Background: an optimization exercise with open tools, aiming at small area and a short achievable clock period. Do not read the settings as production practice. In this exercise RTL edits were held to simulation tests only and were not proved equivalent to the original. No activity file was given, so power comes from the tool's default toggle rates.

`flow/design.v`:
```
`default_nettype none
package mm_pkg;
  localparam int ARRAY_N = 3;
  localparam int ELEM_W = 8;
  localparam int ACC_W  = 16;
  typedef logic signed [ELEM_W-1:0] elem_t;
  typedef logic signed [ACC_W-1:0]  acc_t;
  typedef enum logic [1:0] {
    SEQ_IDLE = 2'd0,
    SEQ_RUN  = 2'd1,
    SEQ_DONE = 2'd2
  } seq_state_t;
endpackage
`default_nettype wire
`default_nettype none
package mm_regs_pkg;
  localparam int AXI_ADDR_W = 8;
  localparam int AXI_DATA_W = 32;
  localparam logic [AXI_ADDR_W-1:0] REG_CTRL   = 8'h00;
  localparam logic [AXI_ADDR_W-1:0] REG_STATUS = 8'h04;
  localparam logic [AXI_ADDR_W-1:0] OPND_BASE  = 8'h40;
  localparam logic [AXI_ADDR_W-1:0] RES_BASE   = 8'h80;
  localparam int CTRL_START = 0;
  localparam int CTRL_CLEAR = 1;
  localparam int STAT_BUSY = 0;
  localparam int STAT_DONE = 1;
  localparam int STAT_FULL = 2;
  typedef enum logic [1:0] {
    RESP_OKAY   = 2'b00,
    RESP_SLVERR = 2'b10
  } axi_resp_t;
endpackage
`default_nettype wire
`default_nettype none
module mm_dot3 (
  input  wire [7:0]  i_a0, i_a1, i_a2,
  input  wire [7:0]  i_b0, i_b1, i_b2,
  output wire [47:0] o_st
);
  wire pp1;
  wire pp2;
  wire pp3;
  wire pp4;
  wire pp5;
  wire pp6;
  wire pp7;
  wire pp8;
  wire pp9;
  wire pp10;
  wire pp11;
  wire pp12;
  wire pp13;
  wire pp14;
  wire pp15;
  wire pp16;
  wire pp17;
  wire pp18;
  wire pp19;
  wire pp20;
  wire pp21;
  wire pp22;
  wire pp23;
  wire pp24;
  wire pp25;
  wire pp26;
  wire pp27;
  wire pp28;
  wire pp29;
  wire pp30;
  wire pp31;
  wire pp32;
  wire pp33;
  wire pp34;
  wire pp35;
  wire pp36;
  wire pp37;
  wire pp38;
  wire pp39;
  wire pp40;
  wire pp41;
  wire pp42;
  wire pp43;
  wire pp44;
  wire pp45;
  wire pp46;
  wire pp47;
  wire pp48;
  wire pp49;
  wire pp50;
  wire pp51;
  wire pp52;
  wire pp53;
  wire pp54;
  wire pp55;
  wire pp56;
  wire pp57;
  wire pp58;
  wire pp59;
  wire pp60;
  wire pp61;
  wire pp62;
  wire pp63;
  wire pp64;
  wire pp65;
  wire pp66;
  wire pp67;
  wire pp68;
  wire pp69;
  wire pp70;
  wire pp71;
  wire pp72;
  wire pp73;
  wire pp74;
  wire pp75;
  wire pp76;
  wire pp77;
  wire pp78;
  wire pp79;
  wire pp80;
  wire pp81;
  wire pp82;
  wire pp83;
  wire pp84;
  wire pp85;
  wire pp86;
  wire pp87;
  wire pp88;
  wire pp89;
  wire pp90;
  wire pp91;
  wire pp92;
  wire pp93;
  wire pp94;
  wire pp95;
  wire pp96;
  wire pp97;
  wire pp98;
  wire pp99;
  wire pp100;
  wire pp101;
  wire pp102;
  wire pp103;
  wire pp104;
  wire pp105;
  wire pp106;
  wire pp107;
  wire pp108;
  wire pp109;
  wire pp110;
  wire pp111;
  wire pp112;
  wire pp113;
  wire pp114;
  wire pp115;
  wire pp116;
  wire pp117;
  wire pp118;
  wire pp119;
  wire pp120;
  wire pp121;
  wire pp122;
  wire pp123;
  wire pp124;
  wire pp125;
  wire pp126;
  wire pp127;
  wire pp128;
  wire pp129;
  wire pp130;
  wire pp131;
  wire pp132;
  wire pp133;
  wire pp134;
  wire pp135;
  wire pp136;
  wire pp137;
  wire pp138;
  wire pp139;
  wire pp140;
  wire pp141;
  wire pp142;
  wire pp143;
  wire pp144;
  wire pp145;
  wire pp146;
  wire pp147;
  wire pp148;
  wire pp149;
  wire pp150;
  wire pp151;
  wire pp152;
  wire pp153;
  wire pp154;
  wire pp155;
  wire pp156;
  wire pp157;
  wire pp158;
  wire pp159;
  wire pp160;
  wire pp161;
  wire pp162;
  wire pp163;
  wire pp164;
  wire pp165;
  wire pp166;
  wire pp167;
  wire pp168;
  wire pp169;
  wire pp170;
  wire pp171;
  wire pp172;
  wire pp173;
  wire pp174;
  wire pp175;
  wire pp176;
  wire pp177;
  wire pp178;
  wire pp179;
  wire pp180;
  wire pp181;
  wire pp182;
  wire pp183;
  wire pp184;
  wire pp185;
  wire pp186;
  wire pp187;
  wire pp188;
  wire pp189;
  wire pp190;
  wire pp191;
  wire pp192;
  wire s193;
  wire c194;
  wire s195;
  wire c196;
  wire s197;
  wire c198;
  wire s199;
  wire c200;
  wire s201;
  wire c202;
  wire s203;
  wire c204;
  wire s205;
  wire c206;
  wire s207;
  wire c208;
  wire s209;
  wire c210;
  wire s211;
  wire c212;
  wire s213;
  wire c214;
  wire s215;
  wire c216;
  wire s217;
  wire c218;
  wire s219;
  wire c220;
  wire s221;
  wire c222;
  wire s223;
  wire c224;
  wire s225;
  wire c226;
  wire s227;
  wire c228;
  wire s229;
  wire c230;
  wire s231;
  wire c232;
  wire s233;
  wire c234;
  wire s235;
  wire c236;
  wire s237;
  wire c238;
  wire s239;
  wire c240;
  wire s241;
  wire c242;
  wire s243;
  wire c244;
  wire s245;
  wire c246;
  wire s247;
  wire c248;
  wire s249;
  wire c250;
  wire s251;
  wire c252;
  wire s253;
  wire c254;
  wire s255;
  wire c256;
  wire s257;
  wire c258;
  wire s259;
  wire c260;
  wire s261;
  wire c262;
  wire s263;
  wire c264;
  wire s265;
  wire c266;
  wire s267;
  wire c268;
  wire s269;
  wire c270;
  wire s271;
  wire c272;
  wire s273;
  wire c274;
  wire s275;
  wire c276;
  wire s277;
  wire c278;
  wire s279;
  wire c280;
  wire s281;
  wire c282;
  wire s283;
  wire c284;
  wire s285;
  wire c286;
  wire s287;
  wire c288;
  wire s289;
  wire c290;
  wire s291;
  wire c292;
  wire s293;
  wire c294;
  wire s295;
  wire c296;
  wire s297;
  wire c298;
  wire s299;
  wire c300;
  wire s301;
  wire c302;
  wire s303;
  wire c304;
  wire s305;
  wire c306;
  wire s307;
  wire c308;
  wire s309;
  wire c310;
  wire s311;
  wire c312;
  wire s313;
  wire c314;
  wire s315;
  wire c316;
  wire s317;
  wire c318;
  wire s319;
  wire c320;
  wire s321;
  wire c322;
  wire s323;
  wire c324;
  wire s325;
  wire c326;
  wire s327;
  wire c328;
  wire s329;
  wire c330;
  wire s331;
  wire c332;
  wire s333;
  wire c334;
  wire s335;
  wire c336;
  wire s337;
  wire c338;
  wire s339;
  wire c340;
  wire s341;
  wire c342;
  wire s343;
  wire c344;
  wire s345;
  wire c346;
  wire s347;
  wire c348;
  wire s349;
  wire c350;
  wire s351;
  wire c352;
  wire s353;
  wire c354;
  wire s355;
  wire c356;
  wire s357;
  wire c358;
  wire s359;
  wire c360;
  wire s361;
  wire c362;
  wire s363;
  wire c364;
  wire s365;
  wire c366;
  wire s367;
  wire c368;
  wire s369;
  wire c370;
  wire s371;
  wire c372;
  wire s373;
  wire c374;
  wire s375;
  wire c376;
  wire s377;
  wire c378;
  wire s379;
  wire c380;
  wire s381;
  wire c382;
  wire s383;
  wire c384;
  wire s385;
  wire c386;
  wire s387;
  wire c388;
  wire s389;
  wire c390;
  wire s391;
  wire c392;
  wire s393;
  wire c394;
  wire s395;
  wire c396;
  wire s397;
  wire c398;
  wire s399;
  wire c400;
  wire s401;
  wire c402;
  wire s403;
  wire c404;
  wire s405;
  wire c406;
  wire s407;
  wire c408;
  wire s409;
  wire c410;
  wire s411;
  wire c412;
  wire s413;
  wire c414;
  wire s415;
  wire c416;
  wire s417;
  wire c418;
  wire s419;
  wire c420;
  wire s421;
  wire c422;
  wire s423;
  wire c424;
  wire s425;
  wire c426;
  wire s427;
  wire c428;
  wire s429;
  wire c430;
  wire s431;
  wire c432;
  wire s433;
  wire c434;
  wire s435;
  wire c436;
  wire s437;
  wire c438;
  wire s439;
  wire c440;
  wire s441;
  wire c442;
  wire s443;
  wire c444;
  wire s445;
  wire c446;
  wire s447;
  wire c448;
  wire s449;
  wire c450;
  wire s451;
  wire c452;
  wire s453;
  wire c454;
  wire s455;
  wire c456;
  wire s457;
  wire c458;
  wire s459;
  wire c460;
  wire s461;
  wire c462;
  wire s463;
  wire c464;
  wire s465;
  wire c466;
  wire s467;
  wire c468;
  wire s469;
  wire c470;
  wire s471;
  wire c472;
  wire s473;
  wire c474;
  wire s475;
  wire c476;
  wire s477;
  wire c478;
  wire s479;
  wire c480;
  wire s481;
  wire c482;
  wire s483;
  wire c484;
  wire s485;
  wire c486;
  wire s487;
  wire c488;
  wire s489;
  wire c490;
  wire s491;
  wire c492;
  wire s493;
  wire c494;
  wire s495;
  wire c496;
  wire s497;
  wire c498;
  wire s499;
  wire c500;
  wire s501;
  wire c502;
  wire s503;
  assign pp1 = ~(i_a0[0] & i_b0[0]);
  assign pp2 = ~(i_a0[0] & i_b0[1]);
  assign pp3 = ~(i_a0[0] & i_b0[2]);
  assign pp4 = ~(i_a0[0] & i_b0[3]);
  assign pp5 = ~(i_a0[0] & i_b0[4]);
  assign pp6 = ~(i_a0[0] & i_b0[5]);
  assign pp7 = ~(i_a0[0] & i_b0[6]);
  assign pp8 = i_a0[0] & i_b0[7];
  assign pp9 = ~(i_a0[1] & i_b0[0]);
  assign pp10 = ~(i_a0[1] & i_b0[1]);
  assign pp11 = ~(i_a0[1] & i_b0[2]);
  assign pp12 = ~(i_a0[1] & i_b0[3]);
  assign pp13 = ~(i_a0[1] & i_b0[4]);
  assign pp14 = ~(i_a0[1] & i_b0[5]);
  assign pp15 = ~(i_a0[1] & i_b0[6]);
  assign pp16 = i_a0[1] & i_b0[7];
  assign pp17 = ~(i_a0[2] & i_b0[0]);
  assign pp18 = ~(i_a0[2] & i_b0[1]);
  assign pp19 = ~(i_a0[2] & i_b0[2]);
  assign pp20 = ~(i_a0[2] & i_b0[3]);
  assign pp21 = ~(i_a0[2] & i_b0[4]);
  assign pp22 = ~(i_a0[2] & i_b0[5]);
  assign pp23 = ~(i_a0[2] & i_b0[6]);
  assign pp24 = i_a0[2] & i_b0[7];
  assign pp25 = ~(i_a0[3] & i_b0[0]);
  assign pp26 = ~(i_a0[3] & i_b0[1]);
  assign pp27 = ~(i_a0[3] & i_b0[2]);
  assign pp28 = ~(i_a0[3] & i_b0[3]);
  assign pp29 = ~(i_a0[3] & i_b0[4]);
  assign pp30 = ~(i_a0[3] & i_b0[5]);
  assign pp31 = ~(i_a0[3] & i_b0[6]);
  assign pp32 = i_a0[3] & i_b0[7];
  assign pp33 = ~(i_a0[4] & i_b0[0]);
  assign pp34 = ~(i_a0[4] & i_b0[1]);
  assign pp35 = ~(i_a0[4] & i_b0[2]);
  assign pp36 = ~(i_a0[4] & i_b0[3]);
  assign pp37 = ~(i_a0[4] & i_b0[4]);
  assign pp38 = ~(i_a0[4] & i_b0[5]);
  assign pp39 = ~(i_a0[4] & i_b0[6]);
  assign pp40 = i_a0[4] & i_b0[7];
  assign pp41 = ~(i_a0[5] & i_b0[0]);
  assign pp42 = ~(i_a0[5] & i_b0[1]);
  assign pp43 = ~(i_a0[5] & i_b0[2]);
  assign pp44 = ~(i_a0[5] & i_b0[3]);
  assign pp45 = ~(i_a0[5] & i_b0[4]);
  assign pp46 = ~(i_a0[5] & i_b0[5]);
  assign pp47 = ~(i_a0[5] & i_b0[6]);
  assign pp48 = i_a0[5] & i_b0[7];
  assign pp49 = ~(i_a0[6] & i_b0[0]);
  assign pp50 = ~(i_a0[6] & i_b0[1]);
  assign pp51 = ~(i_a0[6] & i_b0[2]);
  assign pp52 = ~(i_a0[6] & i_b0[3]);
  assign pp53 = ~(i_a0[6] & i_b0[4]);
  assign pp54 = ~(i_a0[6] & i_b0[5]);
  assign pp55 = ~(i_a0[6] & i_b0[6]);
  assign pp56 = i_a0[6] & i_b0[7];
  assign pp57 = i_a0[7] & i_b0[0];
  assign pp58 = i_a0[7] & i_b0[1];
  assign pp59 = i_a0[7] & i_b0[2];
  assign pp60 = i_a0[7] & i_b0[3];
  assign pp61 = i_a0[7] & i_b0[4];
  assign pp62 = i_a0[7] & i_b0[5];
  assign pp63 = i_a0[7] & i_b0[6];
  assign pp64 = ~(i_a0[7] & i_b0[7]);
  assign pp65 = ~(i_a1[0] & i_b1[0]);
  assign pp66 = ~(i_a1[0] & i_b1[1]);
  assign pp67 = ~(i_a1[0] & i_b1[2]);
  assign pp68 = ~(i_a1[0] & i_b1[3]);
  assign pp69 = ~(i_a1[0] & i_b1[4]);
  assign pp70 = ~(i_a1[0] & i_b1[5]);
  assign pp71 = ~(i_a1[0] & i_b1[6]);
  assign pp72 = i_a1[0] & i_b1[7];
  assign pp73 = ~(i_a1[1] & i_b1[0]);
  assign pp74 = ~(i_a1[1] & i_b1[1]);
  assign pp75 = ~(i_a1[1] & i_b1[2]);
  assign pp76 = ~(i_a1[1] & i_b1[3]);
  assign pp77 = ~(i_a1[1] & i_b1[4]);
  assign pp78 = ~(i_a1[1] & i_b1[5]);
  assign pp79 = ~(i_a1[1] & i_b1[6]);
  assign pp80 = i_a1[1] & i_b1[7];
  assign pp81 = ~(i_a1[2] & i_b1[0]);
  assign pp82 = ~(i_a1[2] & i_b1[1]);
  assign pp83 = ~(i_a1[2] & i_b1[2]);
  assign pp84 = ~(i_a1[2] & i_b1[3]);
  assign pp85 = ~(i_a1[2] & i_b1[4]);
  assign pp86 = ~(i_a1[2] & i_b1[5]);
  assign pp87 = ~(i_a1[2] & i_b1[6]);
  assign pp88 = i_a1[2] & i_b1[7];
  assign pp89 = ~(i_a1[3] & i_b1[0]);
  assign pp90 = ~(i_a1[3] & i_b1[1]);
  assign pp91 = ~(i_a1[3] & i_b1[2]);
  assign pp92 = ~(i_a1[3] & i_b1[3]);
  assign pp93 = ~(i_a1[3] & i_b1[4]);
  assign pp94 = ~(i_a1[3] & i_b1[5]);
  assign pp95 = ~(i_a1[3] & i_b1[6]);
  assign pp96 = i_a1[3] & i_b1[7];
  assign pp97 = ~(i_a1[4] & i_b1[0]);
  assign pp98 = ~(i_a1[4] & i_b1[1]);
  assign pp99 = ~(i_a1[4] & i_b1[2]);
  assign pp100 = ~(i_a1[4] & i_b1[3]);
  assign pp101 = ~(i_a1[4] & i_b1[4]);
  assign pp102 = ~(i_a1[4] & i_b1[5]);
  assign pp103 = ~(i_a1[4] & i_b1[6]);
  assign pp104 = i_a1[4] & i_b1[7];
  assign pp105 = ~(i_a1[5] & i_b1[0]);
  assign pp106 = ~(i_a1[5] & i_b1[1]);
  assign pp107 = ~(i_a1[5] & i_b1[2]);
  assign pp108 = ~(i_a1[5] & i_b1[3]);
  assign pp109 = ~(i_a1[5] & i_b1[4]);
  assign pp110 = ~(i_a1[5] & i_b1[5]);
  assign pp111 = ~(i_a1[5] & i_b1[6]);
  assign pp112 = i_a1[5] & i_b1[7];
  assign pp113 = ~(i_a1[6] & i_b1[0]);
  assign pp114 = ~(i_a1[6] & i_b1[1]);
  assign pp115 = ~(i_a1[6] & i_b1[2]);
  assign pp116 = ~(i_a1[6] & i_b1[3]);
  assign pp117 = ~(i_a1[6] & i_b1[4]);
  assign pp118 = ~(i_a1[6] & i_b1[5]);
  assign pp119 = ~(i_a1[6] & i_b1[6]);
  assign pp120 = i_a1[6] & i_b1[7];
  assign pp121 = i_a1[7] & i_b1[0];
  assign pp122 = i_a1[7] & i_b1[1];
  assign pp123 = i_a1[7] & i_b1[2];
  assign pp124 = i_a1[7] & i_b1[3];
  assign pp125 = i_a1[7] & i_b1[4];
  assign pp126 = i_a1[7] & i_b1[5];
  assign pp127 = i_a1[7] & i_b1[6];
  assign pp128 = ~(i_a1[7] & i_b1[7]);
  assign pp129 = ~(i_a2[0] & i_b2[0]);
  assign pp130 = ~(i_a2[0] & i_b2[1]);
  assign pp131 = ~(i_a2[0] & i_b2[2]);
  assign pp132 = ~(i_a2[0] & i_b2[3]);
  assign pp133 = ~(i_a2[0] & i_b2[4]);
  assign pp134 = ~(i_a2[0] & i_b2[5]);
  assign pp135 = ~(i_a2[0] & i_b2[6]);
  assign pp136 = i_a2[0] & i_b2[7];
  assign pp137 = ~(i_a2[1] & i_b2[0]);
  assign pp138 = ~(i_a2[1] & i_b2[1]);
  assign pp139 = ~(i_a2[1] & i_b2[2]);
  assign pp140 = ~(i_a2[1] & i_b2[3]);
  assign pp141 = ~(i_a2[1] & i_b2[4]);
  assign pp142 = ~(i_a2[1] & i_b2[5]);
  assign pp143 = ~(i_a2[1] & i_b2[6]);
  assign pp144 = i_a2[1] & i_b2[7];
  assign pp145 = ~(i_a2[2] & i_b2[0]);
  assign pp146 = ~(i_a2[2] & i_b2[1]);
  assign pp147 = ~(i_a2[2] & i_b2[2]);
  assign pp148 = ~(i_a2[2] & i_b2[3]);
  assign pp149 = ~(i_a2[2] & i_b2[4]);
  assign pp150 = ~(i_a2[2] & i_b2[5]);
  assign pp151 = ~(i_a2[2] & i_b2[6]);
  assign pp152 = i_a2[2] & i_b2[7];
  assign pp153 = ~(i_a2[3] & i_b2[0]);
  assign pp154 = ~(i_a2[3] & i_b2[1]);
  assign pp155 = ~(i_a2[3] & i_b2[2]);
  assign pp156 = ~(i_a2[3] & i_b2[3]);
  assign pp157 = ~(i_a2[3] & i_b2[4]);
  assign pp158 = ~(i_a2[3] & i_b2[5]);
  assign pp159 = ~(i_a2[3] & i_b2[6]);
  assign pp160 = i_a2[3] & i_b2[7];
  assign pp161 = ~(i_a2[4] & i_b2[0]);
  assign pp162 = ~(i_a2[4] & i_b2[1]);
  assign pp163 = ~(i_a2[4] & i_b2[2]);
  assign pp164 = ~(i_a2[4] & i_b2[3]);
  assign pp165 = ~(i_a2[4] & i_b2[4]);
  assign pp166 = ~(i_a2[4] & i_b2[5]);
  assign pp167 = ~(i_a2[4] & i_b2[6]);
  assign pp168 = i_a2[4] & i_b2[7];
  assign pp169 = ~(i_a2[5] & i_b2[0]);
  assign pp170 = ~(i_a2[5] & i_b2[1]);
  assign pp171 = ~(i_a2[5] & i_b2[2]);
  assign pp172 = ~(i_a2[5] & i_b2[3]);
  assign pp173 = ~(i_a2[5] & i_b2[4]);
  assign pp174 = ~(i_a2[5] & i_b2[5]);
  assign pp175 = ~(i_a2[5] & i_b2[6]);
  assign pp176 = i_a2[5] & i_b2[7];
  assign pp177 = ~(i_a2[6] & i_b2[0]);
  assign pp178 = ~(i_a2[6] & i_b2[1]);
  assign pp179 = ~(i_a2[6] & i_b2[2]);
  assign pp180 = ~(i_a2[6] & i_b2[3]);
  assign pp181 = ~(i_a2[6] & i_b2[4]);
  assign pp182 = ~(i_a2[6] & i_b2[5]);
  assign pp183 = ~(i_a2[6] & i_b2[6]);
  assign pp184 = i_a2[6] & i_b2[7];
  assign pp185 = i_a2[7] & i_b2[0];
  assign pp186 = i_a2[7] & i_b2[1];
  assign pp187 = i_a2[7] & i_b2[2];
  assign pp188 = i_a2[7] & i_b2[3];
  assign pp189 = i_a2[7] & i_b2[4];
  assign pp190 = i_a2[7] & i_b2[5];
  assign pp191 = i_a2[7] & i_b2[6];
  assign pp192 = ~(i_a2[7] & i_b2[7]);
  mm_fa u_s193 (.i_a(pp106), .i_b(pp113), .i_c(pp135), .o_s(s193), .o_c(c194));
  mm_fa u_s195 (.i_a(pp100), .i_b(pp107), .i_c(pp114), .o_s(s195), .o_c(c196));
  mm_fa u_s197 (.i_a(pp121), .i_b(pp136), .i_c(pp143), .o_s(s197), .o_c(c198));
  mm_fa u_s199 (.i_a(pp15), .i_b(pp150), .i_c(pp157), .o_s(s199), .o_c(c200));
  mm_ha u_s201 (.i_a(pp101), .i_b(pp108), .o_s(s201), .o_c(c202));
  mm_fa u_s203 (.i_a(pp115), .i_b(pp122), .i_c(pp144), .o_s(s203), .o_c(c204));
  mm_fa u_s205 (.i_a(pp151), .i_b(pp158), .i_c(pp16), .o_s(s205), .o_c(c206));
  mm_ha u_s207 (.i_a(pp102), .i_b(pp109), .o_s(s207), .o_c(c208));
  mm_fa u_s209 (.i_a(pp116), .i_b(pp123), .i_c(1'b1), .o_s(s209), .o_c(c210));
  mm_fa u_s211 (.i_a(pp12), .i_b(pp133), .i_c(pp140), .o_s(s211), .o_c(c212));
  mm_fa u_s213 (.i_a(pp105), .i_b(pp13), .i_c(pp134), .o_s(s213), .o_c(c214));
  mm_fa u_s215 (.i_a(pp141), .i_b(pp148), .i_c(pp155), .o_s(s215), .o_c(c216));
  mm_fa u_s217 (.i_a(pp162), .i_b(pp169), .i_c(pp20), .o_s(s217), .o_c(c218));
  mm_fa u_s219 (.i_a(pp14), .i_b(pp142), .i_c(pp149), .o_s(s219), .o_c(c220));
  mm_fa u_s221 (.i_a(pp156), .i_b(pp163), .i_c(pp170), .o_s(s221), .o_c(c222));
  mm_fa u_s223 (.i_a(pp177), .i_b(pp21), .i_c(pp28), .o_s(s223), .o_c(c224));
  mm_fa u_s225 (.i_a(pp35), .i_b(pp42), .i_c(pp49), .o_s(s225), .o_c(c226));
  mm_fa u_s227 (.i_a(pp7), .i_b(pp71), .i_c(1'b1), .o_s(s227), .o_c(c228));
  mm_fa u_s229 (.i_a(pp164), .i_b(pp171), .i_c(pp178), .o_s(s229), .o_c(c230));
  mm_fa u_s231 (.i_a(pp185), .i_b(pp22), .i_c(pp29), .o_s(s231), .o_c(c232));
  mm_fa u_s233 (.i_a(pp36), .i_b(pp43), .i_c(pp50), .o_s(s233), .o_c(c234));
  mm_fa u_s235 (.i_a(pp57), .i_b(pp72), .i_c(pp79), .o_s(s235), .o_c(c236));
  mm_fa u_s237 (.i_a(pp8), .i_b(pp86), .i_c(pp93), .o_s(s237), .o_c(c238));
  mm_fa u_s239 (.i_a(c194), .i_b(s195), .i_c(1'b1), .o_s(s239), .o_c(c240));
  mm_fa u_s241 (.i_a(pp165), .i_b(pp172), .i_c(pp179), .o_s(s241), .o_c(c242));
  mm_fa u_s243 (.i_a(pp186), .i_b(pp23), .i_c(pp30), .o_s(s243), .o_c(c244));
  mm_fa u_s245 (.i_a(pp37), .i_b(pp44), .i_c(pp51), .o_s(s245), .o_c(c246));
  mm_fa u_s247 (.i_a(pp58), .i_b(pp80), .i_c(pp87), .o_s(s247), .o_c(c248));
  mm_fa u_s249 (.i_a(pp94), .i_b(c196), .i_c(c198), .o_s(s249), .o_c(c250));
  mm_fa u_s251 (.i_a(c200), .i_b(s201), .i_c(s203), .o_s(s251), .o_c(c252));
  mm_fa u_s253 (.i_a(pp152), .i_b(pp159), .i_c(pp166), .o_s(s253), .o_c(c254));
  mm_fa u_s255 (.i_a(pp173), .i_b(pp180), .i_c(pp187), .o_s(s255), .o_c(c256));
  mm_fa u_s257 (.i_a(pp24), .i_b(pp31), .i_c(pp38), .o_s(s257), .o_c(c258));
  mm_fa u_s259 (.i_a(pp45), .i_b(pp52), .i_c(pp59), .o_s(s259), .o_c(c260));
  mm_fa u_s261 (.i_a(pp88), .i_b(pp95), .i_c(s209), .o_s(s261), .o_c(c262));
  mm_fa u_s263 (.i_a(c202), .i_b(c204), .i_c(c206), .o_s(s263), .o_c(c264));
  mm_fa u_s265 (.i_a(pp103), .i_b(pp110), .i_c(pp117), .o_s(s265), .o_c(c266));
  mm_fa u_s267 (.i_a(pp124), .i_b(pp160), .i_c(pp167), .o_s(s267), .o_c(c268));
  mm_fa u_s269 (.i_a(pp174), .i_b(pp181), .i_c(pp188), .o_s(s269), .o_c(c270));
  mm_fa u_s271 (.i_a(pp32), .i_b(pp39), .i_c(pp46), .o_s(s271), .o_c(c272));
  mm_fa u_s273 (.i_a(pp53), .i_b(pp60), .i_c(pp96), .o_s(s273), .o_c(c274));
  mm_fa u_s275 (.i_a(pp104), .i_b(pp111), .i_c(pp118), .o_s(s275), .o_c(c276));
  mm_fa u_s277 (.i_a(pp125), .i_b(pp168), .i_c(pp175), .o_s(s277), .o_c(c278));
  mm_fa u_s279 (.i_a(pp11), .i_b(pp132), .i_c(pp139), .o_s(s279), .o_c(c280));
  mm_fa u_s281 (.i_a(pp146), .i_b(pp153), .i_c(1'b1), .o_s(s281), .o_c(c282));
  mm_fa u_s283 (.i_a(pp147), .i_b(pp154), .i_c(pp161), .o_s(s283), .o_c(c284));
  mm_fa u_s285 (.i_a(pp19), .i_b(pp26), .i_c(pp33), .o_s(s285), .o_c(c286));
  mm_fa u_s287 (.i_a(pp5), .i_b(pp69), .i_c(pp76), .o_s(s287), .o_c(c288));
  mm_fa u_s289 (.i_a(pp27), .i_b(pp34), .i_c(pp41), .o_s(s289), .o_c(c290));
  mm_fa u_s291 (.i_a(pp6), .i_b(pp70), .i_c(pp77), .o_s(s291), .o_c(c292));
  mm_fa u_s293 (.i_a(pp84), .i_b(pp91), .i_c(pp98), .o_s(s293), .o_c(c294));
  mm_fa u_s295 (.i_a(c212), .i_b(s213), .i_c(1'b1), .o_s(s295), .o_c(c296));
  mm_fa u_s297 (.i_a(pp78), .i_b(pp85), .i_c(pp92), .o_s(s297), .o_c(c298));
  mm_fa u_s299 (.i_a(pp99), .i_b(s227), .i_c(c214), .o_s(s299), .o_c(c300));
  mm_fa u_s301 (.i_a(c216), .i_b(c218), .i_c(s193), .o_s(s301), .o_c(c302));
  mm_fa u_s303 (.i_a(s219), .i_b(s221), .i_c(s223), .o_s(s303), .o_c(c304));
  mm_fa u_s305 (.i_a(c228), .i_b(c220), .i_c(c222), .o_s(s305), .o_c(c306));
  mm_fa u_s307 (.i_a(c224), .i_b(c226), .i_c(s197), .o_s(s307), .o_c(c308));
  mm_fa u_s309 (.i_a(s199), .i_b(s229), .i_c(s231), .o_s(s309), .o_c(c310));
  mm_fa u_s311 (.i_a(s233), .i_b(s235), .i_c(s237), .o_s(s311), .o_c(c312));
  mm_fa u_s313 (.i_a(c230), .i_b(c232), .i_c(c234), .o_s(s313), .o_c(c314));
  mm_fa u_s315 (.i_a(c236), .i_b(c238), .i_c(s205), .o_s(s315), .o_c(c316));
  mm_fa u_s317 (.i_a(s241), .i_b(s243), .i_c(s245), .o_s(s317), .o_c(c318));
  mm_fa u_s319 (.i_a(s247), .i_b(c240), .i_c(s249), .o_s(s319), .o_c(c320));
  mm_fa u_s321 (.i_a(c242), .i_b(c244), .i_c(c246), .o_s(s321), .o_c(c322));
  mm_fa u_s323 (.i_a(c248), .i_b(s207), .i_c(s253), .o_s(s323), .o_c(c324));
  mm_fa u_s325 (.i_a(s255), .i_b(s257), .i_c(s259), .o_s(s325), .o_c(c326));
  mm_fa u_s327 (.i_a(s261), .i_b(c250), .i_c(c252), .o_s(s327), .o_c(c328));
  mm_fa u_s329 (.i_a(c210), .i_b(c208), .i_c(c254), .o_s(s329), .o_c(c330));
  mm_fa u_s331 (.i_a(c256), .i_b(c258), .i_c(c260), .o_s(s331), .o_c(c332));
  mm_fa u_s333 (.i_a(s265), .i_b(s267), .i_c(s269), .o_s(s333), .o_c(c334));
  mm_fa u_s335 (.i_a(s271), .i_b(s273), .i_c(c262), .o_s(s335), .o_c(c336));
  mm_fa u_s337 (.i_a(pp182), .i_b(pp189), .i_c(pp40), .o_s(s337), .o_c(c338));
  mm_fa u_s339 (.i_a(pp47), .i_b(pp54), .i_c(pp61), .o_s(s339), .o_c(c340));
  mm_fa u_s341 (.i_a(c266), .i_b(c268), .i_c(c270), .o_s(s341), .o_c(c342));
  mm_fa u_s343 (.i_a(c272), .i_b(c274), .i_c(s275), .o_s(s343), .o_c(c344));
  mm_fa u_s345 (.i_a(pp112), .i_b(pp119), .i_c(pp126), .o_s(s345), .o_c(c346));
  mm_fa u_s347 (.i_a(pp176), .i_b(pp183), .i_c(pp190), .o_s(s347), .o_c(c348));
  mm_fa u_s349 (.i_a(pp48), .i_b(pp55), .i_c(pp62), .o_s(s349), .o_c(c350));
  mm_fa u_s351 (.i_a(pp10), .i_b(pp131), .i_c(pp138), .o_s(s351), .o_c(c352));
  mm_fa u_s353 (.i_a(pp145), .i_b(pp17), .i_c(1'b1), .o_s(s353), .o_c(c354));
  mm_fa u_s355 (.i_a(pp18), .i_b(pp25), .i_c(pp4), .o_s(s355), .o_c(c356));
  mm_fa u_s357 (.i_a(pp68), .i_b(pp75), .i_c(pp82), .o_s(s357), .o_c(c358));
  mm_fa u_s359 (.i_a(pp89), .i_b(s281), .i_c(1'b1), .o_s(s359), .o_c(c360));
  mm_fa u_s361 (.i_a(pp83), .i_b(pp90), .i_c(pp97), .o_s(s361), .o_c(c362));
  mm_fa u_s363 (.i_a(c282), .i_b(c280), .i_c(s211), .o_s(s363), .o_c(c364));
  mm_fa u_s365 (.i_a(s283), .i_b(s285), .i_c(s287), .o_s(s365), .o_c(c366));
  mm_fa u_s367 (.i_a(c284), .i_b(c286), .i_c(c288), .o_s(s367), .o_c(c368));
  mm_fa u_s369 (.i_a(s215), .i_b(s217), .i_c(s289), .o_s(s369), .o_c(c370));
  mm_fa u_s371 (.i_a(s291), .i_b(s293), .i_c(s295), .o_s(s371), .o_c(c372));
  mm_fa u_s373 (.i_a(c290), .i_b(c292), .i_c(c294), .o_s(s373), .o_c(c374));
  mm_fa u_s375 (.i_a(s225), .i_b(s297), .i_c(c296), .o_s(s375), .o_c(c376));
  mm_fa u_s377 (.i_a(s299), .i_b(s301), .i_c(s303), .o_s(s377), .o_c(c378));
  mm_fa u_s379 (.i_a(c298), .i_b(c300), .i_c(s239), .o_s(s379), .o_c(c380));
  mm_fa u_s381 (.i_a(c302), .i_b(c304), .i_c(s305), .o_s(s381), .o_c(c382));
  mm_fa u_s383 (.i_a(s307), .i_b(s309), .i_c(s311), .o_s(s383), .o_c(c384));
  mm_fa u_s385 (.i_a(c306), .i_b(c308), .i_c(c310), .o_s(s385), .o_c(c386));
  mm_fa u_s387 (.i_a(c312), .i_b(s313), .i_c(s315), .o_s(s387), .o_c(c388));
  mm_fa u_s389 (.i_a(s251), .i_b(s317), .i_c(s319), .o_s(s389), .o_c(c390));
  mm_fa u_s391 (.i_a(c314), .i_b(c316), .i_c(c318), .o_s(s391), .o_c(c392));
  mm_fa u_s393 (.i_a(s263), .i_b(s321), .i_c(s323), .o_s(s393), .o_c(c394));
  mm_fa u_s395 (.i_a(s325), .i_b(c320), .i_c(s327), .o_s(s395), .o_c(c396));
  mm_fa u_s397 (.i_a(c264), .i_b(c322), .i_c(c324), .o_s(s397), .o_c(c398));
  mm_fa u_s399 (.i_a(c326), .i_b(s329), .i_c(s331), .o_s(s399), .o_c(c400));
  mm_fa u_s401 (.i_a(s333), .i_b(s335), .i_c(c328), .o_s(s401), .o_c(c402));
  mm_fa u_s403 (.i_a(s277), .i_b(s337), .i_c(s339), .o_s(s403), .o_c(c404));
  mm_fa u_s405 (.i_a(c330), .i_b(c332), .i_c(c334), .o_s(s405), .o_c(c406));
  mm_fa u_s407 (.i_a(s341), .i_b(s343), .i_c(c336), .o_s(s407), .o_c(c408));
  mm_fa u_s409 (.i_a(c276), .i_b(c278), .i_c(c338), .o_s(s409), .o_c(c410));
  mm_fa u_s411 (.i_a(c340), .i_b(s345), .i_c(s347), .o_s(s411), .o_c(c412));
  mm_fa u_s413 (.i_a(s349), .i_b(c342), .i_c(c344), .o_s(s413), .o_c(c414));
  mm_fa u_s415 (.i_a(pp120), .i_b(pp127), .i_c(pp184), .o_s(s415), .o_c(c416));
  mm_fa u_s417 (.i_a(pp191), .i_b(pp56), .i_c(pp63), .o_s(s417), .o_c(c418));
  mm_fa u_s419 (.i_a(c346), .i_b(c348), .i_c(c350), .o_s(s419), .o_c(c420));
  mm_fa u_s421 (.i_a(pp130), .i_b(pp137), .i_c(pp2), .o_s(s421), .o_c(c422));
  mm_fa u_s423 (.i_a(pp3), .i_b(pp67), .i_c(pp74), .o_s(s423), .o_c(c424));
  mm_fa u_s425 (.i_a(pp81), .i_b(s353), .i_c(1'b1), .o_s(s425), .o_c(c426));
  mm_fa u_s427 (.i_a(c354), .i_b(c352), .i_c(s279), .o_s(s427), .o_c(c428));
  mm_fa u_s429 (.i_a(s355), .i_b(s357), .i_c(s359), .o_s(s429), .o_c(c430));
  mm_fa u_s431 (.i_a(c356), .i_b(c358), .i_c(c360), .o_s(s431), .o_c(c432));
  mm_fa u_s433 (.i_a(s361), .i_b(s363), .i_c(s365), .o_s(s433), .o_c(c434));
  mm_fa u_s435 (.i_a(c362), .i_b(c364), .i_c(c366), .o_s(s435), .o_c(c436));
  mm_fa u_s437 (.i_a(s367), .i_b(s369), .i_c(s371), .o_s(s437), .o_c(c438));
  mm_fa u_s439 (.i_a(c368), .i_b(c370), .i_c(s373), .o_s(s439), .o_c(c440));
  mm_fa u_s441 (.i_a(s375), .i_b(c372), .i_c(s377), .o_s(s441), .o_c(c442));
  mm_fa u_s443 (.i_a(c374), .i_b(c376), .i_c(s379), .o_s(s443), .o_c(c444));
  mm_fa u_s445 (.i_a(c378), .i_b(s381), .i_c(s383), .o_s(s445), .o_c(c446));
  mm_fa u_s447 (.i_a(c380), .i_b(c382), .i_c(s385), .o_s(s447), .o_c(c448));
  mm_fa u_s449 (.i_a(c384), .i_b(s387), .i_c(s389), .o_s(s449), .o_c(c450));
  mm_fa u_s451 (.i_a(c386), .i_b(c388), .i_c(s391), .o_s(s451), .o_c(c452));
  mm_fa u_s453 (.i_a(s393), .i_b(c390), .i_c(s395), .o_s(s453), .o_c(c454));
  mm_fa u_s455 (.i_a(c392), .i_b(s397), .i_c(c394), .o_s(s455), .o_c(c456));
  mm_fa u_s457 (.i_a(s399), .i_b(s401), .i_c(c396), .o_s(s457), .o_c(c458));
  mm_fa u_s459 (.i_a(s403), .i_b(c398), .i_c(c400), .o_s(s459), .o_c(c460));
  mm_fa u_s461 (.i_a(s405), .i_b(s407), .i_c(c402), .o_s(s461), .o_c(c462));
  mm_fa u_s463 (.i_a(c404), .i_b(s409), .i_c(s411), .o_s(s463), .o_c(c464));
  mm_fa u_s465 (.i_a(c406), .i_b(s413), .i_c(c408), .o_s(s465), .o_c(c466));
  mm_fa u_s467 (.i_a(s415), .i_b(s417), .i_c(c410), .o_s(s467), .o_c(c468));
  mm_fa u_s469 (.i_a(c412), .i_b(s419), .i_c(c414), .o_s(s469), .o_c(c470));
  mm_fa u_s471 (.i_a(pp128), .i_b(pp192), .i_c(pp64), .o_s(s471), .o_c(c472));
  mm_fa u_s473 (.i_a(c416), .i_b(c418), .i_c(c420), .o_s(s473), .o_c(c474));
  mm_fa u_s475 (.i_a(pp66), .i_b(pp73), .i_c(1'b1), .o_s(s475), .o_c(c476));
  mm_fa u_s477 (.i_a(c422), .i_b(s351), .i_c(s423), .o_s(s477), .o_c(c478));
  mm_fa u_s479 (.i_a(c424), .i_b(c426), .i_c(s427), .o_s(s479), .o_c(c480));
  mm_fa u_s481 (.i_a(c428), .i_b(s431), .i_c(c430), .o_s(s481), .o_c(c482));
  mm_fa u_s483 (.i_a(c432), .i_b(c434), .i_c(s435), .o_s(s483), .o_c(c484));
  mm_fa u_s485 (.i_a(c436), .i_b(s439), .i_c(c438), .o_s(s485), .o_c(c486));
  mm_fa u_s487 (.i_a(c440), .i_b(s443), .i_c(c442), .o_s(s487), .o_c(c488));
  mm_fa u_s489 (.i_a(c444), .i_b(s447), .i_c(c446), .o_s(s489), .o_c(c490));
  mm_fa u_s491 (.i_a(c448), .i_b(s451), .i_c(c450), .o_s(s491), .o_c(c492));
  mm_fa u_s493 (.i_a(c452), .i_b(s455), .i_c(c454), .o_s(s493), .o_c(c494));
  mm_fa u_s495 (.i_a(c456), .i_b(s459), .i_c(s461), .o_s(s495), .o_c(c496));
  mm_fa u_s497 (.i_a(s463), .i_b(c460), .i_c(s465), .o_s(s497), .o_c(c498));
  mm_fa u_s499 (.i_a(s467), .i_b(c464), .i_c(s469), .o_s(s499), .o_c(c500));
  mm_fa u_s501 (.i_a(s471), .i_b(c468), .i_c(s473), .o_s(s501), .o_c(c502));
  assign s503 = ~(c472);
  assign o_st = {c474, s503, c502, c470, s501, c500, c466, s499, c498, c462, s497, c496, c458, s495, c494, s457, s493, c492, s453, s491, c490, s449, s489, c488, s445, s487, c486, s441, s485, c484, s437, s483, c482, s433, s481, c480, s429, s479, c478, s425, s477, c476, s421, pp9, s475, pp65, pp129, pp1};
endmodule
module mm_dot3_fin (
  input  wire [47:0] i_st,
  output wire [15:0] o_n0,
  output wire [15:0] o_n1
);
  wire s1;
  wire c2;
  wire s3;
  wire c4;
  wire s5;
  wire c6;
  wire s7;
  wire c8;
  wire s9;
  wire c10;
  wire s11;
  wire c12;
  wire s13;
  wire c14;
  wire s15;
  wire c16;
  wire s17;
  wire c18;
  wire s19;
  wire c20;
  wire s21;
  wire c22;
  wire s23;
  wire c24;
  wire s25;
  wire c26;
  wire s27;
  wire c28;
  wire s29;
  wire c30;
  wire s31;
  mm_fa u_s1 (.i_a(i_st[0]), .i_b(i_st[1]), .i_c(1'b1), .o_s(s1), .o_c(c2));
  mm_fa u_s3 (.i_a(i_st[3]), .i_b(i_st[4]), .i_c(i_st[5]), .o_s(s3), .o_c(c4));
  mm_fa u_s5 (.i_a(i_st[6]), .i_b(i_st[7]), .i_c(i_st[8]), .o_s(s5), .o_c(c6));
  mm_fa u_s7 (.i_a(i_st[10]), .i_b(i_st[11]), .i_c(i_st[9]), .o_s(s7), .o_c(c8));
  mm_fa u_s9 (.i_a(i_st[12]), .i_b(i_st[13]), .i_c(i_st[14]), .o_s(s9), .o_c(c10));
  mm_fa u_s11 (.i_a(i_st[15]), .i_b(i_st[16]), .i_c(i_st[17]), .o_s(s11), .o_c(c12));
  mm_fa u_s13 (.i_a(i_st[18]), .i_b(i_st[19]), .i_c(i_st[20]), .o_s(s13), .o_c(c14));
  mm_fa u_s15 (.i_a(i_st[21]), .i_b(i_st[22]), .i_c(i_st[23]), .o_s(s15), .o_c(c16));
  mm_fa u_s17 (.i_a(i_st[24]), .i_b(i_st[25]), .i_c(i_st[26]), .o_s(s17), .o_c(c18));
  mm_fa u_s19 (.i_a(i_st[27]), .i_b(i_st[28]), .i_c(i_st[29]), .o_s(s19), .o_c(c20));
  mm_fa u_s21 (.i_a(i_st[30]), .i_b(i_st[31]), .i_c(i_st[32]), .o_s(s21), .o_c(c22));
  mm_fa u_s23 (.i_a(i_st[33]), .i_b(i_st[34]), .i_c(i_st[35]), .o_s(s23), .o_c(c24));
  mm_fa u_s25 (.i_a(i_st[36]), .i_b(i_st[37]), .i_c(i_st[38]), .o_s(s25), .o_c(c26));
  mm_fa u_s27 (.i_a(i_st[39]), .i_b(i_st[40]), .i_c(i_st[41]), .o_s(s27), .o_c(c28));
  mm_fa u_s29 (.i_a(i_st[42]), .i_b(i_st[43]), .i_c(i_st[44]), .o_s(s29), .o_c(c30));
  assign s31 = i_st[45] ^ i_st[46] ^ i_st[47];
  assign o_n0 = {c30, c28, c26, c24, c22, c20, c18, c16, c14, c12, c10, c8, c6, c4, c2, i_st[2]};
  assign o_n1 = {s31, s29, s27, s25, s23, s21, s19, s17, s15, s13, s11, s9, s7, s5, s3, s1};
endmodule
module mm_fa (input wire i_a, i_b, i_c, output wire o_s, o_c);
  assign o_s = i_a ^ i_b ^ i_c;
  assign o_c = (i_a & i_b) | (i_a & i_c) | (i_b & i_c);
endmodule
module mm_ha (input wire i_a, i_b, output wire o_s, o_c);
  assign o_s = i_a ^ i_b;
  assign o_c = i_a & i_b;
endmodule
`default_nettype wire
`timescale 1ns/1ps
`default_nettype none
module mm_top (
  input  logic        clk,
  input  logic        rst_n,
  input  logic        i_awvalid,
  output logic        o_awready,
  input  logic [7:0]  i_awaddr,
  input  logic        i_wvalid,
  output logic        o_wready,
  input  logic [31:0] i_wdata,
  input  logic [3:0]  i_wstrb,
  output logic        o_bvalid,
  input  logic        i_bready,
  output logic [1:0]  o_bresp,
  input  logic        i_arvalid,
  output logic        o_arready,
  input  logic [7:0]  i_araddr,
  output logic        o_rvalid,
  input  logic        i_rready,
  output logic [31:0] o_rdata,
  output logic [1:0]  o_rresp
);
  logic        bvalid_q;
  logic        bslverr_q;
  logic        start_q;
  logic        clear_q;
  logic        busy_q;
  logic        done_q;
  logic [2:0]  cnt_q;
  logic [17:0] mask_q;
  logic        newbit_q;
  logic        full;
  logic        accept;
  logic        wr_go;
  logic        wr_ctrl;
  logic        wr_opnd;
  logic [4:0]  wr_slot;
  logic        opnd_we;
  assign wr_go     = i_awvalid && i_wvalid && !bvalid_q;
  assign o_awready = wr_go;
  assign o_wready  = wr_go;
  assign wr_ctrl = (i_awaddr == 8'h00);
  assign wr_opnd = (i_awaddr[1:0] == 2'b00) &&
                   ((i_awaddr[7:6] == 2'b01) || (i_awaddr[7:3] == 5'b10000));
  assign wr_slot = i_awaddr[6:2] - 5'd16;
  assign opnd_we = wr_go && wr_opnd && !busy_q;
  always_ff @(posedge clk or negedge rst_n) begin
    if (!rst_n) begin
      bvalid_q <= 1'b0;
      start_q  <= 1'b0;
      clear_q  <= 1'b0;
    end else begin
      if (bvalid_q && i_bready) bvalid_q <= 1'b0;
      if (wr_go) bvalid_q <= 1'b1;
      start_q <= wr_go && wr_ctrl && i_wdata[0];
      clear_q <= wr_go && wr_ctrl && i_wdata[1];
    end
  end
  always_ff @(posedge clk) begin
    if (wr_go) bslverr_q <= !(wr_ctrl || (wr_opnd && !busy_q));
  end
  assign o_bvalid = bvalid_q;
  assign o_bresp  = {bslverr_q, 1'b0};
  logic [2:0] ph_i_q;
  logic [2:0] ph_j_q;
  logic [2:0] ph_j_next;
  assign ph_j_next = ph_i_q[2] ? {ph_j_q[1:0], ph_j_q[2]} : ph_j_q;
  always_ff @(posedge clk or negedge rst_n) begin
    if (!rst_n) begin
      ph_i_q <= 3'b001;
      ph_j_q <= 3'b001;
    end else begin
      ph_i_q <= {ph_i_q[1:0], ph_i_q[2]};
      ph_j_q <= ph_j_next;
    end
  end
  logic [2:0]        wr_row;
  logic [2:0]        wr_col;
  logic              wr_a;
  logic              wr_b;
  logic [7:0]        a_q [3][3];
  logic [7:0]        b_q [3][3];
  logic [7:0]        bsel_q [3];
  always_comb begin
    wr_a = opnd_we && (wr_slot < 5'd9);
    wr_b = opnd_we && (wr_slot >= 5'd9);
    for (int r = 0; r < 3; r++) begin
      wr_row[r] = 1'b0;
      wr_col[r] = 1'b0;
      for (int c = 0; c < 3; c++) begin
        wr_row[r] = wr_row[r] | (wr_slot == 5'(3 * r + c)) | (wr_slot == 5'(9 + 3 * r + c));
        wr_col[r] = wr_col[r] | (wr_slot == 5'(3 * c + r)) | (wr_slot == 5'(9 + 3 * c + r));
      end
    end
  end
  always_ff @(posedge clk) begin
    for (int k = 0; k < 3; k++) begin
      for (int g = 0; g < 3; g++) begin
        if (wr_a && wr_col[k] &&
            ((ph_i_q[0] && wr_row[(g + 1) % 3]) ||
             (ph_i_q[1] && wr_row[(g + 2) % 3]) ||
             (ph_i_q[2] && wr_row[g])))
          a_q[k][g] <= i_wdata[7:0];
        else
          a_q[k][g] <= a_q[k][(g + 1) % 3];
      end
    end
  end
  always_ff @(posedge clk) begin
    for (int r = 0; r < 3; r++)
      for (int c = 0; c < 3; c++)
        if (wr_b && wr_row[r] && wr_col[c]) b_q[r][c] <= i_wdata[7:0];
  end
  always_ff @(posedge clk) begin
    for (int k = 0; k < 3; k++)
      bsel_q[k] <= ({8{ph_j_next[0]}} & b_q[k][0]) |
                   ({8{ph_j_next[1]}} & b_q[k][1]) |
                   ({8{ph_j_next[2]}} & b_q[k][2]);
  end
  always_ff @(posedge clk or negedge rst_n) begin
    if (!rst_n) begin
      mask_q   <= '0;
      newbit_q <= 1'b0;
    end else begin
      newbit_q <= 1'b0;
      if (clear_q) begin
        mask_q <= '0;
      end else if (opnd_we) begin
        mask_q[wr_slot] <= 1'b1;
        newbit_q        <= !mask_q[wr_slot];
      end
    end
  end
  assign full = (&mask_q) && !newbit_q;
  assign accept = start_q && full && !busy_q;
  always_ff @(posedge clk or negedge rst_n) begin
    if (!rst_n) begin
      busy_q <= 1'b0;
      done_q <= 1'b0;
    end else if (accept) begin
      busy_q <= 1'b1;
      done_q <= 1'b0;
    end else if (busy_q && cnt_q == 3'd7) begin
      busy_q <= 1'b0;
      done_q <= 1'b1;
    end
  end
  always_ff @(posedge clk) begin
    if (accept) cnt_q <= 3'd0;
    else if (busy_q) cnt_q <= cnt_q + 3'd1;
  end
  logic [47:0] dot_st;
  logic [47:0] st_q;
  logic [15:0] fin_n0;
  logic [15:0] fin_n1;
  logic [15:0] sum;
  logic        ring_we;
  logic [15:0] ring_q [9];
  mm_dot3 u_dot (
    .i_a0 (a_q[0][0]),
    .i_a1 (a_q[1][0]),
    .i_a2 (a_q[2][0]),
    .i_b0 (bsel_q[0]),
    .i_b1 (bsel_q[1]),
    .i_b2 (bsel_q[2]),
    .o_st (dot_st)
  );
  always_ff @(posedge clk) st_q <= dot_st;
  mm_dot3_fin u_fin (
    .i_st (st_q),
    .o_n0 (fin_n0),
    .o_n1 (fin_n1)
  );
  assign sum     = ~(fin_n0 + fin_n1 + 16'd1);
  assign ring_we = accept || busy_q;
  always_ff @(posedge clk) begin
    ring_q[0] <= ring_we ? sum : ring_q[8];
    for (int p = 1; p < 9; p++) ring_q[p] <= ring_q[p-1];
  end
  logic        arready_q;
  logic        rvalid_q;
  logic        rslverr_q;
  logic [15:0] rdata_q;
  logic        ar_go;
  logic        rd_ctrl;
  logic        rd_stat;
  logic        rd_res;
  logic [8:0]  rd_k;
  logic [8:0]  phase;
  logic [8:0]  rd_pos;
  logic [15:0] rd_val;
  logic [15:0] rd_data;
  assign ar_go   = i_arvalid && arready_q;
  assign rd_ctrl = (i_araddr == 8'h00);
  assign rd_stat = (i_araddr == 8'h04);
  assign rd_res  = (i_araddr[7] == 1'b1) && (i_araddr[1:0] == 2'b00) &&
                   (i_araddr[6:2] <= 5'd8);
  always_comb begin
    for (int f = 0; f < 9; f++) phase[f] = ph_j_q[f / 3] && ph_i_q[f % 3];
    for (int k = 0; k < 9; k++) rd_k[k] = (i_araddr[5:2] == 4'(k));
    for (int p = 0; p < 9; p++) begin
      rd_pos[p] = 1'b0;
      for (int k = 0; k < 9; k++) rd_pos[p] = rd_pos[p] | (rd_k[k] & phase[(p + 3 * (k % 3) + k / 3 + 2) % 9]);
    end
    rd_val = '0;
    for (int p = 0; p < 9; p++) rd_val = rd_val | ({16{rd_pos[p]}} & ring_q[p]);
    rd_data = '0;
    if (rd_res) rd_data = rd_val;
    else if (rd_stat) rd_data = {13'd0, full, done_q, busy_q};
  end
  always_ff @(posedge clk or negedge rst_n) begin
    if (!rst_n) begin
      arready_q <= 1'b0;
      rvalid_q  <= 1'b0;
    end else if (ar_go) begin
      arready_q <= 1'b0;
      rvalid_q  <= 1'b1;
    end else begin
      if (rvalid_q && i_rready) rvalid_q <= 1'b0;
      arready_q <= !rvalid_q || i_rready;
    end
  end
  always_ff @(posedge clk) begin
    if (ar_go) begin
      rslverr_q <= !(rd_ctrl || rd_stat || rd_res);
      rdata_q   <= rd_data;
    end
  end
  assign o_arready = arready_q;
  assign o_rvalid  = rvalid_q;
  assign o_rresp   = {rslverr_q, 1'b0};
  assign o_rdata   = {{16{rdata_q[15]}}, rdata_q};
endmodule
`default_nettype wire
```
`flow/config.mk`:
```
export PLATFORM = sky130hd
export DESIGN_NAME = mm_top
export DESIGN_NICKNAME = mm_top
export VERILOG_FILES = /design/flow/design.v
export SDC_FILE = /design/flow/constraint.sdc
export NUM_CORES = 4
export LEC_CHECK = 0
export ABC_CLOCK_PERIOD_IN_PS = 4000
export CAP_MARGIN = 20
export CORE_MARGIN = 2
export CORE_UTILIZATION = 60
export CTS_CLUSTER_DIAMETER = 100
export CTS_CLUSTER_SIZE = 24
export PLACE_DENSITY = 0.7
export SETUP_SLACK_MARGIN = 4.47
export SLEW_MARGIN = 20
export SYNTH_HIERARCHICAL = 1
```
`flow/flow/run.sh`:
```
#!/bin/bash
# Layout flow: the standard ORFS flow (standard.sh, unchanged synthesis and
# scripts) with the port buffers that placement inserts made the smallest
# buffer instead of the one buffer_ports picks by default. Timing repair still
# resizes any port buffer on a critical path.
set -euo pipefail
export BUFFER_PORTS_ARGS="-buffer_cell sky130_fd_sc_hd__buf_1"
bash standard.sh > standard.log 2>&1
```
`flow/constraint.sdc`:
```
create_clock -name core_clock -period 8.0 [get_ports {clk}]
set_input_delay 1.6000 -clock core_clock [delete_from_list [all_inputs] [get_ports {clk}]]
set_output_delay 1.6000 -clock core_clock [all_outputs]
set_load 0.01 [all_outputs]
```
`flow/standard.sh`:
```
#!/bin/bash
# synth_recipe.tcl (not shown) runs the flow's synth.tcl, then flattens the netlist and writes it again
# the make line also repeats each setting of config.mk as NAME=value (left out here)
make -C /OpenROAD-flow-scripts/flow DESIGN_CONFIG=/design/flow/config.mk WORK_HOME=/design/flow/orfs CLKGATE_MAP_FILE= SYNTH_SCRIPT=/design/flow/synth_recipe.tcl "${@:-finish}"
```
==> results.txt, run 1 <==
* Skew final at 0.0209 ns
* H-tree Lvls at 1
* Die Y at 184 um
* Flip-flop and latch area at 9380 sq um
* Crit end category: output port
* Comb power frac at 5.8%
* Largest family of logic cells by synthesized area: adder cells
* Count of cell types in the netlist at 89
* Initial core utilization at 60.5%
* ANT cells at 0
* Finish-stage setup viols at 0
* Leak Pwr at between 7 and 8 nW
* Critical Path AT at 1.93 ns
* Critical-path maximum fanout at 3
* Synth Area in Simple Gates at 10.3%
* Measured slew at the worst slew-check pin at 1.01 ns
* Clk slew on worst S/H paths at approximately 0.090 ns
* # Max-Cap Violations at 0
* Rows at 66
* Setup tns final at 0 ns
* Inserted Clock Buffers at 21
* Placed inst area at 19400 sq um
* # DRC at 0
* Cell area after layout at between 20000 and 25000 sq um
* TritonCTS clock tree: built
* Pre-antenna DRT Iters at 7
* I/O pin cnt at 100
* Share of the yosys chip area belonging to registers at 47.8%
* Synthesized area at ~20000 sq um
* DR iter-0 viols at 1414
* Crit path required time at 6.40 ns
* DP HPWL at slightly below 30000 um
* Largest net degree at the start of global routing at 35
* Vias per inst at 5.99
* Initial antenna violation count at 0
* Root Driver: clkbuf_16
* Nets at 1817
* Syn Area/Cell at 12.1 sq um
* Max-Slew Margin vs Limit at 32.8%
* Post-Place Worst Slack at 3.06 ns
* Critical Path Start Type: input pin
* Status: timing/DRC/antenna clean
* Buffer depth of the longest clock path at 3
* Min-delay src: ring_q[2][10]
* GRT Overall Usage at around 26%
* First-pass GRT wire length at 67900 um
* Hold path depth at 0
* Cells after Synth at 1615
* Post-synthesis mux area share at 5.15%
* Vias in the first global route at between 10000 and 15000
* Multi-input gate area at 9140 sq um
* Min-Delay Path Class: reg2reg
* Fillcell total at 2377
* Full die area at about 34000 sq um
* Avg WL per Cell at ~21 um
* Final min period at 3.53 ns
* PortBufs at 69
* Worst r2r path cells at 6
* Clk pwr share at 33.1%
* Gpl congestion at 0.895
* Clock sinks at 413
* Final WS setup at 4.47 ns
* Clk latency of the worst-skew pair at 0.54 ns
* Share of layout cells above drive strength 1 at 11.7%
* Final Hold Vio Count at 0
* Number of synthesized flops with an enable pin at 90
* Die W at 184 um
* Unrepaired setup endpoints after global routing: true
* Fin. max-slew vios at 0
* Yosys reg bits at 413
* R2r startpoint: a_q[6][4]
* Hold-fix buffers, CTS at 0
* Int Pwr at around 2.7 mW
* Maximum VDD drop at 171 uV
* Antenna-violating nets left at 0
* Area growth syn-to-layout at 5.72%
* Hold-critical path endpoint: ring_q[3][10]
* Pwr Density at 170 nW/um^2
* Synth Area in Compound Gates at 9.66%
* R2R Path End: st_q[31]
* Critical path class: in2out
* Sequential share of power at 61.1%
* Xor and xnor area share after synthesis at 0.660%
* Synth Area in Adders at 18.9%
* Top_reg_cell synth: dfxtp_1
* Final period util at between 40 and 50%
* Reg2Reg Setup Slack at about 4.5 ns
* GRT overflow at 0
* Vias after detailed routing at approximately 12000
* Switch Pwr at 0.772 mW
* Fmax achieved at 0.283 GHz
* Post-synthesis async set-or-reset flop share at 7.75%
* Core Util, Final at 63.9%
* Ys Warns at 15
* Total Routed Length at 42900 um
* Net Sw Frac at 21.9%
* Core ar. at 32300 sq um
## state kept, by name, indices dropped and copies added (netlist names), 3 cells and up
name	cells
rdata_q	16
ph_j_q	3
bsel_q	24
b_q	72
cnt_q	3
st_q	48
mask_q	18
a_q	72
ph_i_q	3
ring_q	144
## final cells by class
class	count	area share, %
tap	442	2.68
multi-input combinational	971	44.3
clock inverter	2	0.224
timing repair buffer	101	3.54
sequential	413	45.5
inverter	56	1.07
clock buffer	32	2.75
## routing by layer
metal  track usage [%]  share of wire [%]  up-vias
met5                 0                  0        -
met4              6.78                2.4        0
met3              3.42                6.7       93
met2              43.0                 48      512
met1              35.9                 43     6078
li1                  -                  -     5406
## per-module statistics from Yosys (local to each module, per instance)
module       times used  flops+latches
mm_dot3_fin           1              0
mm_top                1            413
mm_fa               168              0
mm_dot3               1              0
mm_ha                 2              0
## synth_stat cells, types with 17 or more instances
cell | count | share of area, %
o21ai_0 | 25 | 0.64
dfrtp_1 | 30 | 3.8
nand3_1 | 19 | 0.49
nor2b_1 | 17 | 0.54
a31oi_1 | 27 | 0.87
nor2_1 | 52 | 1.0
fa_1 | 169 | 17
a21oi_1 | 19 | 0.49
edfxtp_1 | 90 | 14
a222oi_1 | 49 | 2.5
and2_1 | 45 | 1.4
buf_2 | 29 | 0.74
dfxtp_1 | 291 | 30
a22oi_1 | 18 | 0.69
inv_1 | 53 | 1.0
nand2_1 | 209 | 4.0
mux2_1 | 72 | 4.2
nor3_1 | 18 | 0.46
ha_1 | 25 | 1.6
buf_4 | 128 | 4.9
clkbuf_1 | 23 | 0.44
## worst max-delay path by stage
stage,start,endpoint,slack (ns),cells after the start
CTS,i_awaddr[6],a_q[3][3],4.34,8
global route,i_awvalid,o_wready,4.45,4
finish,i_awvalid,o_wready,4.47,4
global placement,i_awaddr[2],a_q[6][3],3.16,7
floorplan,i_awaddr[3],a_q[4][0],4.40,12
detailed placement,i_awaddr[2],a_q[8][5],3.06,7
## critical path: stages
cell     delay [ns]
buf_6          0.10
nand3_4        0.08
inv_4          0.04
buf_6          0.11
## cells in the final DEF, fill, tap and decap left out, types with 19 or more instances in the layout
cell       instances
mux2_1            40
inv_1             50
dfrtp_1           30
mux2_4            32
dfxtp_1          273
a222oi_1          49
nor2_1            43
and2_1            44
a21oi_1           19
buf_1             57
clkbuf_16         21
edfxtp_1          90
o21ai_0           25
a31oi_1           24
nand2_1          209
ha_1              22
fa_1             167
## kinds of logic after synthesis
kind of cell             Yosys count
AO/OA/AOI/OAI                    241
XOR/XNOR                          13
adder cells (fa/ha/maj)          194
buffers and inverters            240
flip-flops                       413
multiplexers                      85
other                              3
AND/OR/NAND/NOR                  426
## power by group through the flow
stage / registers (mW) / logic (mW) / clock network [mW]
after CTS: 2.15 / 0.198 / 1.19
final: 2.15 / 0.204 / 1.16
after floorplan: 2.20 / 0.161 / 0
after detailed placement: 2.20 / 0.193 / 0
after global routing: 2.15 / 0.227 / 1.26
after global placement: 2.20 / 0.188 / 0
## metrics by stage
stage               power (mW)  hold slack [ns]  instances
floorplan                 2.36            0.326       1624
global placement          2.39            0.330       1958
detailed placement        2.39            0.337       1958
CTS                       3.54            0.352       2004
global route              3.64            0.358       2017
finish                    3.52            0.347       2017
## timing repair
item	in CTS	in global routing
pin swaps	3	5
gates resized for setup	55	48
cloned	0	0
setup endpoints to repair	169	163
setup buffers	12	13
==> inputs of run 2 (changes only) <==
--- a/flow/config.mk
+++ b/flow/config.mk
@@ -9,8 +9,8 @@
 export CAP_MARGIN = 20
 export CORE_MARGIN = 2
-export CORE_UTILIZATION = 60
+export CORE_UTILIZATION = 70
 export CTS_CLUSTER_DIAMETER = 100
 export CTS_CLUSTER_SIZE = 24
-export PLACE_DENSITY = 0.7
+export PLACE_DENSITY = 0.8
 export SETUP_SLACK_MARGIN = 4.47
 export SLEW_MARGIN = 20
==> run 2 against run 1 <==
  * Still clean
  * Critical path depth did not move
  * Combinational power about the same
  * Cell count is 3.4% lower
  * Flip-flop and latch count unchanged
  * Sequential share of layout area rose by 0.58 points
  * Non-clock buffer count fell by 4
  * Maximum frequency fell by 1.5%
  * Clock power about the same
  * Critical path type unchanged
  * Critical endpoint is now o_awready
  * Largest cell class unchanged
  * Largest power group unchanged
  * Highest routed layer unchanged
==> results.txt, run 2 <==
* Status: timing/DRC/antenna clean
* Vias per inst at 6.34
* Antenna-violating nets left at 0
* Count leader, synth: dfxtp_1
* Worst r2r path cells at 7
* ANT cells at 0
* Biggest regs: ring_q x144, a_q x72, b_q x72
* DP HPWL at 28600 um
* Measured slew at the worst slew-check pin at 0.928 ns
* Gpl congestion at a little over 0.9
* Syn Area/Cell at ~12 sq um
* Yosys reg bits at 413
* TritonCTS clock tree: built
* Top cells by count, synth: 291 x dfxtp_1, 209 x nand2_1, 169 x fa_1
* PortBufs at between 60 and 70
* Critical Path AT at 1.98 ns
* Leak Pwr at 7.12 nW
* Clk latency of the worst-skew pair at 0.54 ns
* First-pass GRT wire length at 66000 um
* Crit-path max cell delay at 0.10 ns
* Nets at 1813
* DR iter-0 viols at 1544
* Initial core utilization at 70.7%
* Cell area after layout at between 20000 and 25000 sq um
* Total Routed Length at approximately 42000 um
* Die Y at 171 um
* Avg WL per Cell at 21.7 um
* GRT Overall Usage at 29.2%
* Final period util at 44.8%
* Unrepaired setup endpoints after global routing: true
* Cells after Synth at 1615
* Post-synth top area share at between 20% and 30%
* Core Util, Final at 73.7%
* Commonest non-fill, non-tap cell in the layout: dfxtp_1
* Critical path class: in2out
* Vias in the first global route at 12227
* CP bufs+invs at 3
* Non-Filler Instances at 1949
* Final WS setup at between 4 and 5 ns
* I/O pin cnt at 100
* Area growth syn-to-layout at 4.30%
* Placed insts at 1895
* Placed inst area at 19300 sq um
* Count of cell types in the netlist at 89
* Rows at 61
* Min-Delay Path Class: reg2reg
* Skew final at 0.0235 ns
* Fmax achieved at 0.279 GHz
* # Max-Cap Violations at 0
* Crit path to: o_awready
* Core ar. at 27600 sq um
* Die W at 171 um
* Top post-synthesis cells by area: dfxtp_1 30%, fa_1 17%, edfxtp_1 14%, buf_4 4.9%, mux2_1 4.2%
* Share of layout cells above drive strength 1 at 11.0%
* R2R Path End: st_q[31]
* CP max stage cell: nand3_2
* Maximum VDD drop at ~230 uV
* H-tree Lvls at 1
* Max FFs per register at ~140
* Fin. max-slew vios at 0
* Post-synthesis async set-or-reset flop share at approximately 7.7%
* Fillcell total at 1811
* Inserted Clock Buffers at 21
* GRT overflow at 0
* R2r startpoint: bsel_q[1][2]
* Initial antenna violation count at 0
* Critical-path maximum fanout at 3
* Critical Path Start Type: input pin
* Post-Place Worst Slack at approximately 3.0 ns
* Post-synth top area cell: dfxtp_1
* Setup tns final at 0 ns
* Pwr Density at 171 nW/um^2
* Largest net degree at the start of global routing at 35
* Worst setup startpoint: i_wvalid
* Number of synthesized flops with an enable pin at 90
* Clk slew on worst S/H paths at 0.10 ns
* Finish-stage setup viols at 0
* Full die area at 29200 sq um
* Crit end category: output port
* # DRC at 0
* Critical Path, Cell by Cell: buf_1 > nand3_2 > inv_2 > buf_6
* Crit path required time at about 6.4 ns
* Max-Slew Margin vs Limit at 38.1%
* Synthesized area at 19500 sq um
* Hold-fix buffers, CTS at 0
* Final Hold Vio Count at 0
* Reg2Reg Setup Slack at 4.50 ns
* Clock sinks at 413
* Buffer depth of the longest clock path at 3
* CP Depth at 4
* Register name with the most flops: ring_q
* Pre-antenna DRT Iters at 9
* Vias after detailed routing at about 12000
* Commonest non-fill, non-tap cells in the layout: 273 x dfxtp_1, 209 x nand2_1, 168 x fa_1
* Top_reg_cell synth: dfxtp_1
* Delay-heaviest family, CP: buffers and inverters
* Ys Warns at 15
* Share of the yosys chip area belonging to registers at 47.8%
* Root Driver: clkbuf_16
* Final min period at 3.58 ns
==> run 2: cell counts after synthesis <==
Identical to the previous run, type by type.
==> run 2: cells by family after synthesis <==
family	Yosys count	synth area share (%)
and+or+nand+nor	426	10.3
DFF	413	47.8
AOI/OAI and AO/OA	241	9.66
buffers and inverters	240	7.40
adders and majority gates	194	18.9
muxes	85	5.15
xor gates and xnor gates	13	0.660
other	3	0.0577
==> run 2: how the worst min path moves through the flow <==
stage / end / cells past startpoint / slack [ns] / from
after global routing: ring_q[3][8] / 0 / 0.36 / ring_q[2][8]
final: ring_q[8][1] / 0 / 0.35 / ring_q[7][1]
after global placement: ring_q[5][4] / 0 / 0.33 / ring_q[4][4]
after detailed placement: ring_q[6][12] / 0 / 0.33 / ring_q[5][12]
after CTS: ring_q[4][6] / 0 / 0.35 / ring_q[3][6]
after floorplan: ring_q[6][12] / 0 / 0.33 / ring_q[5][12]
==> run 2: timing repair <==
| action | 4_1_cts | 5_1_grt |
|---|---|---|
| pin swaps | 1 | 5 |
| endpoints found under the setup margin | 168 | 166 |
| resized for setup | 53 | 32 |
| buffers inserted | 10 | 10 |
==> run 2: layer usage <==
layer	GRT usage (%)	routed length, um	up-vias
li1	-	-	5398
met1	39.8	17000	6150
met2	48.9	20500	684
met3	4.33	3440	128
met4	9.03	1420	0
met5	0	0	-
==> run 2: final cells by class <==
cell class / instances / area [sq um] / area share (%)
multi-input combinational: 971 / 9090 / 44.7
clock buffer: 32 / 567 / 2.78
timing repair buffer: 97 / 617 / 3.03
tap: 378 / 473 / 2.32
sequential: 413 / 9370 / 46.0
inverter: 56 / 218 / 1.07
clock inverter: 2 / 21.3 / 0.104
==> run 2: per-stage QoR <==
stage / power (mW) / hold WS [ns]
5_1_grt: 3.60 / 0.359
3_3_place_gp: 2.39 / 0.331
6_report: 3.49 / 0.347
3_5_place_dp: 2.40 / 0.333
4_1_cts: 3.50 / 0.349
2_1_floorplan: 2.36 / 0.326
==> run 2: where the power goes <==
part	total, mW	internal [mW]	switching, mW
Combinational	0.204	0.0745	0.130
Clock	1.14	0.498	0.638
Sequential	2.15	2.14	0.00865
==> run 2: Yosys stat by module (local to each module, per instance) <==
| module | cells | times used | flip-flops and latches |
|---|---|---|---|
| mm_fa | 1 | 168 | 0 |
| mm_dot3 | 264 | 1 | 0 |
| mm_ha | 1 | 2 | 0 |
| mm_dot3_fin | 34 | 1 | 0 |
| mm_top | 1147 | 1 | 413 |

port drivers added, routing unchanged:
The flow's constraints put no driver on any port. The routed layouts listed below were extracted and timed again, unchanged, in two steps.
Step 1: set_driving_cell puts a clkbuf_16 on clk and a buf_2 on each other input, an assumption about the parent block.
Step 2 adds t to the input delays and takes it off the output delays; t is the mean of the earliest and latest rising clock arrival at the registers after step 1. Input paths then give back, and output paths get back, about the clock's delay inside the block.
Three values: ideal ports, drivers, drivers and shift; two values: the first two.
| run | t (ns) | setup slack, ns | worst setup path after step 2 | latest minus earliest clock arrival (ns) |
|---|---|---|---|---|
| run 1 | 0.577 | 4.471 / 4.436 / 4.026 | input to register | 0.022 / 0.021 |
| run 2 | 0.577 | 4.418 / 4.385 / 3.957 | input to register | 0.025 / 0.024 |
After both steps every run listed still meets setup and hold. The setup slack of run 2, which loses most, moves by -0.033 ns with the drivers and by -0.461 ns with both steps.
